This is an optimization exercise on Yosys and OpenROAD, whose aim is small area, a short achievable clock period and few clock cycles, not a production implementation.
Only simulation tests tie the RTL to the original design; equivalence was not proved.
Power and IR drop assume default switching activity.

$ cat flow/design.v
module ex_stage #(
  parameter int MULDIV_STEPS = 32
) (
  input  logic        clk,
  input  logic        rst,
  input  logic [31:0] i_inst,
  input  logic [2:0]  i_alusel,
  input  logic [4:0]  i_aluop,
  input  logic [31:0] i_srcLeft,
  input  logic [31:0] i_srcRight,
  input  logic [1:0]  i_memop,
  input  logic [4:0]  i_dest,
  input  logic        i_writeEnable,
  input  logic        i_flush,
  output logic [31:0] o_result,
  output logic [1:0]  o_memop,
  output logic [31:0] o_memAddr,
  output logic [31:0] o_storeData,
  output logic [4:0]  o_dest,
  output logic        o_writeEnable,
  output logic        o_overflow,
  output logic        o_stallReq
);
  localparam logic [2:0] SEL_SPECIAL = 3'd0, SEL_LOGIC = 3'd1, SEL_ARITH = 3'd2,
                         SEL_MULDIV  = 3'd3, SEL_MEMACC = 3'd4;
  typedef enum logic [1:0] {S_IDLE, S_BUSY, S_DONE} md_state_e;
  md_state_e   state_q, state_d;
  logic [31:0] hi_q, hi_d, lo_q, lo_d;
  logic [31:0] acc_hi_q, acc_hi_d, acc_lo_q, acc_lo_d, opb_q, opb_d;
  logic [5:0]  cnt_q, cnt_d;
  logic        is_div_q, is_div_d, neg_res_q, neg_res_d, neg_rem_q, neg_rem_d;
  logic        div_zero_q, div_zero_d;
  logic        md_start, stall, kill;
  logic        a_neg, b_neg;
  logic [32:0] mul_sum;
  logic [33:0] div_diff;
  logic [31:0] step_hi, step_lo;
  logic [63:0] prod_fix;
  logic [31:0] mem_addr, add_sum, sub_neg, sub_diff, res;
  logic        add_ovf, sub_ovf, we, ovf;
  logic        unused_bits;
  assign unused_bits = ^{i_inst[31:16], div_diff[32]};
  assign kill        = rst | i_flush;
  assign md_start    = (state_q == S_IDLE) && (i_alusel == SEL_MULDIV) && (i_aluop < 5'd4) && !i_flush;
  assign stall       = !kill && (md_start || state_q == S_BUSY);
  always_comb begin
    mul_sum  = {1'b0, acc_hi_q} + (acc_lo_q[0] ? {1'b0, opb_q} : 33'd0);
    div_diff = {1'b0, acc_hi_q, acc_lo_q[31]} - {2'b00, opb_q};
    if (is_div_q) begin
      if (!div_diff[33]) begin
        step_hi = div_diff[31:0];
        step_lo = {acc_lo_q[30:0], 1'b1};
      end else begin
        step_hi = {acc_hi_q[30:0], acc_lo_q[31]};
        step_lo = {acc_lo_q[30:0], 1'b0};
      end
    end else begin
      step_hi = mul_sum[32:1];
      step_lo = {mul_sum[0], acc_lo_q[31:1]};
    end
    prod_fix = neg_res_q ? -{step_hi, step_lo} : {step_hi, step_lo};
  end
  assign a_neg = (i_aluop == 5'd0 || i_aluop == 5'd2) && i_srcLeft[31];
  assign b_neg = (i_aluop == 5'd0 || i_aluop == 5'd2) && i_srcRight[31];
  always_comb begin
    state_d    = state_q;
    hi_d       = hi_q;
    lo_d       = lo_q;
    acc_hi_d   = acc_hi_q;
    acc_lo_d   = acc_lo_q;
    opb_d      = opb_q;
    cnt_d      = cnt_q;
    is_div_d   = is_div_q;
    neg_res_d  = neg_res_q;
    neg_rem_d  = neg_rem_q;
    div_zero_d = div_zero_q;
    case (state_q)
      S_IDLE: if (md_start) begin
        acc_hi_d   = '0;
        acc_lo_d   = a_neg ? -i_srcLeft : i_srcLeft;
        opb_d      = b_neg ? -i_srcRight : i_srcRight;
        is_div_d   = i_aluop[1];
        neg_res_d  = a_neg ^ b_neg;
        neg_rem_d  = a_neg;
        div_zero_d = (i_srcRight == '0);
        cnt_d      = '0;
        state_d    = S_BUSY;
      end
      S_BUSY: begin
        acc_hi_d = step_hi;
        acc_lo_d = step_lo;
        cnt_d    = cnt_q + 6'd1;
        if (cnt_q == 6'(MULDIV_STEPS - 1)) begin
          if (is_div_q) begin
            hi_d = neg_rem_q ? -step_hi : step_hi;
            lo_d = div_zero_q ? '1 : (neg_res_q ? -step_lo : step_lo);
          end else begin
            {hi_d, lo_d} = prod_fix;
          end
          state_d = S_DONE;
        end
      end
      default: state_d = S_IDLE;
    endcase
    if (!stall && i_alusel == SEL_SPECIAL && i_aluop == 5'd3) hi_d = i_srcLeft;
    if (!stall && i_alusel == SEL_SPECIAL && i_aluop == 5'd4) lo_d = i_srcLeft;
    if (i_flush) begin
      state_d = S_IDLE;
      hi_d    = hi_q;
      lo_d    = lo_q;
    end
  end
  always_ff @(posedge clk) begin
    if (rst) begin
      state_q    <= S_IDLE;
      hi_q       <= '0;
      lo_q       <= '0;
      acc_hi_q   <= '0;
      acc_lo_q   <= '0;
      opb_q      <= '0;
      cnt_q      <= '0;
      is_div_q   <= 1'b0;
      neg_res_q  <= 1'b0;
      neg_rem_q  <= 1'b0;
      div_zero_q <= 1'b0;
    end else begin
      state_q    <= state_d;
      hi_q       <= hi_d;
      lo_q       <= lo_d;
      acc_hi_q   <= acc_hi_d;
      acc_lo_q   <= acc_lo_d;
      opb_q      <= opb_d;
      cnt_q      <= cnt_d;
      is_div_q   <= is_div_d;
      neg_res_q  <= neg_res_d;
      neg_rem_q  <= neg_rem_d;
      div_zero_q <= div_zero_d;
    end
  end
  assign mem_addr = i_srcLeft + {{16{i_inst[15]}}, i_inst[15:0]};
  assign add_sum  = i_srcLeft + i_srcRight;
  assign add_ovf  = (i_srcLeft[31] == i_srcRight[31]) && (add_sum[31] != i_srcLeft[31]);
  assign sub_neg  = -i_srcRight;
  assign sub_diff = i_srcLeft + sub_neg;
  assign sub_ovf  = (i_srcLeft[31] == sub_neg[31]) && (sub_diff[31] != i_srcLeft[31]);
  always_comb begin
    res = '0;
    we  = i_writeEnable;
    ovf = 1'b0;
    case (i_alusel)
      SEL_SPECIAL: case (i_aluop)
        5'd0:    ;
        5'd1:    begin res = hi_q; we = 1'b1; end
        5'd2:    begin res = lo_q; we = 1'b1; end
        default: we = 1'b0;
      endcase
      SEL_LOGIC: case (i_aluop)
        5'd0:    res = i_srcLeft & i_srcRight;
        5'd1:    res = i_srcLeft | i_srcRight;
        5'd2:    res = i_srcLeft ^ i_srcRight;
        5'd3:    res = ~(i_srcLeft | i_srcRight);
        5'd4:    res = i_srcLeft << i_srcRight[4:0];
        5'd5:    res = i_srcLeft >> i_srcRight[4:0];
        5'd6:    res = $signed(i_srcLeft) >>> i_srcRight[4:0];
        default: we = 1'b0;
      endcase
      SEL_ARITH: case (i_aluop)
        5'd0:    begin res = add_sum;  ovf = add_ovf; end
        5'd1:    begin res = sub_diff; ovf = sub_ovf; end
        5'd2:    res = {31'd0, $signed(i_srcLeft) < $signed(i_srcRight)};
        5'd3:    res = {31'd0, i_srcLeft < i_srcRight};
        default: we = 1'b0;
      endcase
      SEL_MEMACC: res = mem_addr;
      default:    we = 1'b0;
    endcase
    if (ovf || stall) we = 1'b0;
  end
  assign o_result      = kill ? '0 : res;
  assign o_memop       = kill ? 2'd0 : i_memop;
  assign o_memAddr     = kill ? '0 : mem_addr;
  assign o_storeData   = kill ? '0 : i_srcRight;
  assign o_dest        = kill ? '0 : i_dest;
  assign o_writeEnable = !kill && we;
  assign o_overflow    = !kill && ovf;
  assign o_stallReq    = stall;
endmodule
$ cat flow/run.sh
#!/bin/bash
# synth_recipe.tcl (not shown) runs the flow's synth.tcl, then flattens the netlist and writes it again
# the make line also repeats each setting of config.mk as NAME=value (left out here)
make -C /OpenROAD-flow-scripts/flow DESIGN_CONFIG=/design/flow/config.mk WORK_HOME=/design/flow/orfs CLKGATE_MAP_FILE= SYNTH_SCRIPT=/design/flow/synth_recipe.tcl finish
$ cat flow/config.mk
export PLATFORM = sky130hd
export DESIGN_NAME = ex_stage
export DESIGN_NICKNAME = ex_stage
export VERILOG_FILES = /design/flow/design.v
export SDC_FILE = /design/flow/constraint.sdc
export NUM_CORES = 4
export LEC_CHECK = 0
export ABC_AREA = 0
export CAP_MARGIN = 20
export CORE_MARGIN = 2
export CORE_UTILIZATION = 40
export SETUP_SLACK_MARGIN = 0.3
export SLEW_MARGIN = 20
$ cat flow/constraint.sdc
create_clock -name core_clock -period 9.0 [get_ports {clk}]
set_input_delay 1.8000 -clock core_clock [delete_from_list [all_inputs] [get_ports {clk}]]
set_output_delay 1.8000 -clock core_clock [all_outputs]
set_load 0.01 [all_outputs]
==> impl_metrics.toml <==
[floorplan]
die_x_um = 264
start_util_pct = 40.4
fp.dieH_um = 264
die-area_um2 = 69900
num_io_pins = 221
rows = 95
core-area_um2 = 67200

[routing]
wl_um = 134000
ant_nets = 0
drc = 0
wl_per_cell_um = 27.0
dr.pass1.iters = 7
wl_met2_um = 59000
highest_layer = "met5"
num_vias = 31660
avgViaCountPerCell = 6.37
wl_met3_um = 11800
wl_met1_um = 54200
drt_iter0_drc = 3752

[cts]
clockBufferDepth = 2
cts_hold_buf = 0
cts_buffers = 17
clk_pin_slew_ns = 0.07
cts.htree.levels = 4
root_buffer = "clkbuf_16"
clock_latency_ns = 0.47
tritoncts = "built"
cts_sinks = 172

[place]
dp_hpwl_um = 104000
gp_congestion = 1.03
portBuffers = 204

[hold_path]
hp-class = "reg2reg"

[power]
vdd_drop_max_v = 0.000134
p_per_area_nw_per_um2 = 87.0
p_leak_nw = 12.5
power.total_w = 0.00272

[synthesis]
synth_xor_area_share_pct = 8.34
synthFlopType = "dfxtp_1"
yosys-top-cells-count = "463 x nor2_1, 420 x nand2_1, 414 x a21oi_1"
ys.warnings.count = 1
synth_top_family_by_area = "compound AO/OA/AOI/OAI gates"
yosys.area_share.simple_pct = 22.5
synth_seq_cells = 172
synthTopCellsByArea = "dfxtp_1 13%, ha_1 11%, a21oi_1 7.6%"
synth_mux_area_share_pct = 7.68
synth_top_cell_by_area = "dfxtp_1"
synth_edf_count = 0
yosysMostFrequentCell = "nor2_1"
seq_area_frac_synth_pct = 12.7
synth-compound-area-share_pct = 31.5
synthAdderAreaFrac_pct = 10.9
netlist_instances = 3945
synth_fp_nets = 4294
syn-cell-area_um2 = 27100
netlist-cell-type-count = 103
synth.avg_cell_area_um2 = 6.87
async_reset_ff_share_pct = 0
synth_top_area_share_pct = 12.7

[setup_path]
max_stage_delay_ns = 0.58
crit_type = "in2out"
critPathMaxFanout = 4
cp.arrival_ns = 6.80
worstSetupStartpointType = "input port"
path_buf_inv = 6
required_ns = 7.20
end_kind = "primary output"
path_common_cell = "buf_4"
critPathTopFamily = "compound AO/OA/AOI/OAI gates"
cp_slowest_cell = "clkdlybuf4s50_1"
cp_cell_sequence = "buf_2 > or3_1 > or3_4 > buf_4 > xnor2_1 > ha_1 > o21a_1 > o21ai_0 > a21boi_0 > a31oi_4 > o31ai_2 > a41oi_1 > buf_4 > a31o_2 > a21oi_1 > a211oi_2 > buf_4 > nand3_1 > nand2_1 > o32ai_2 > buf_4 > nor4bb_1 > clkdlybuf4s50_1"

[layout]
fillerInstances = 7046
n_antenna_cell = 0
fin_nets = 4434
syn2layout_area_growth_pct = 15.5
drive_above_1_share_pct = 8.47

[timing]
setup_tns_ns = 0
rsz0062_at_grt = "true"
whs_ns = 0.453
setup_viol = 0
hold_viol_final = 0
drv_slew = 0
period_share_pct = 95.6
final.setup_skew_ns = 0.0142
layout_min_cycle_time_ns = 8.60
tightest_slew_ns = 1.01
maxSlewHeadroom_pct = 32.8
fmax_ghz = 0.116

[global_routing]
grtUsageTotal_pct = 37.0
grt_remaining_overflow = 0
antenna_found_initial = 2
grt_pass1_vias = 29517
grt_pass1_wl_um = 196000
grt_max_degree = 78

[status]
outcome = "timing/DRC/antenna clean"

[job]
max_cap_violations = 0
-- sequential cells by signal, indices dropped and copies added, names as in the netlist, 2 cells and up --
register  flops
hi_q         32
lo_q         32
cnt_q         6
acc_hi_q     32
acc_lo_q     32
opb_q        32
state_q       2
-- path summary, 6_finish.rpt --
kind,endpoint,depth (start not counted),startpoint,slack [ns]
worst max-delay path,o_writeEnable,23,i_srcRight[2],0.40
worst max register to register,hi_q[24],20,opb_q[12],2.90
worst min-delay path,lo_q[23],2,lo_q[23],0.45
worst min register to register,lo_q[23],2,lo_q[23],0.45
-- final cells by class --
type                            count  area, um^2  area share (%)
Multi-Input combinational cell   3327       22100            70.7
Sequential cell                   172        3450            11.0
Timing Repair Buffer              379        3330            10.6
Tap cell                          873        1090            3.49
Inverter                          188         706            2.25
Clock buffer                       19         443            1.42
Clock inverter                     13         154           0.492
-- power breakdown --
| part | internal [W] | switching [W] | total [W] |
|---|---|---|---|
| logic | 0.000422 | 0.000750 | 0.00117 |
| registers | 0.000761 | 0.00000196 | 0.000763 |
| clock network | 0.000424 | 0.000365 | 0.000789 |
-- per-stage QoR --
stage               cell area [um^2]  util (%)  setup WS, ns  cells
finish                         31300      46.6         0.396   4971
global route                   31300      46.6         0.136   4971
CTS                            31200      46.4         0.312   4962
detailed placement             30500      45.4        0.0803   4929
global placement               30500      45.4         0.104   4929
floorplan                      27100         -         0.432   3945
-- routing by layer --
metal  GRT usage [%]  vias to the layer above
li1                -                    14610
met1            47.4                    14989
met2            58.7                     1665
met3            5.93                      394
met4            21.7                        2
met5               0                        -
-- kinds of logic after synthesis --
kind of cell,after synthesis
AND/OR/NAND/NOR,1332
XOR/XNOR,258
buffers and inverters,446
flip-flops,172
multiplexers,176
AO/OA/AOI/OAI,1327
adder cells (fa/ha/maj),234
-- tightest hold or removal path, delay by kind of cell (launching register included) --
kind / cells / cell delay, ns
flops: 1 / 0.31
compound gates: 1 / 0.05
simple gates: 1 / 0.05
-- placed cells by master, fill, tap and decap left out, types with 25 or more instances in the layout --
cell / Yosys / final
o21ai_0: 258 / 257
o211ai_1: 46 / 46
mux2_2: 30 / 30
dfxtp_1: 172 / 171
o22ai_1: 48 / 48
clkdlybuf4s50_1: 0 / 192
a31oi_1: 47 / 45
a22oi_1: 79 / 79
and2_1: 60 / 60
xnor2_1: 198 / 197
mux2i_1: 121 / 121
nand3_1: 81 / 80
nand2_1: 420 / 418
a221oi_1: 25 / 25
ha_1: 229 / 229
a211oi_1: 58 / 56
a21oi_1: 414 / 411
nor3_1: 81 / 76
nor2_1: 463 / 460
o221ai_1: 47 / 47
o21bai_1: 26 / 26
xor2_1: 60 / 60
nand2b_1: 37 / 37
inv_1: 182 / 182
a21o_1: 74 / 74
buf_4: 2 / 177
-- what timing repair did --
action | 4_1_cts | 5_1_grt
buffers inserted | 1 | 8
pin swaps | 1 | 7
hold endpoints to repair | 0 | 0
gates resized for setup | 10 | 19
setup endpoints to repair | 7 | 9
Testbench counts, summed over its fixed seeds: cycles 21,547.

## what the ideal ports hide
The flow's constraints put no driver on any port. The routed layout listed below was extracted and timed again, unchanged, in two steps.
Step 1 sets driving cells, clkbuf_16 on the clock port and buf_2 on the other inputs (assumed; they add their load-dependent delay and slew).
Step 2 also shifts input and output timing later by t, the mid clock arrival at the registers, as if the neighbouring blocks saw the same clock.
Slacks: no drivers / after step 1 / after step 2; pairs: no drivers / after step 1.
t, ns: 0.517
slack for setup (ns): 0.396 / 0.375 / 0.375
worst setup path after step 2: input to output
slew at the worst register clock pin (ns): 0.08 / 0.08
pins driven straight from the clock port: 1
After both steps this run still meets setup and hold. For this run, drivers alone change the setup slack by -0.021 ns; drivers and shift together by -0.021 ns.
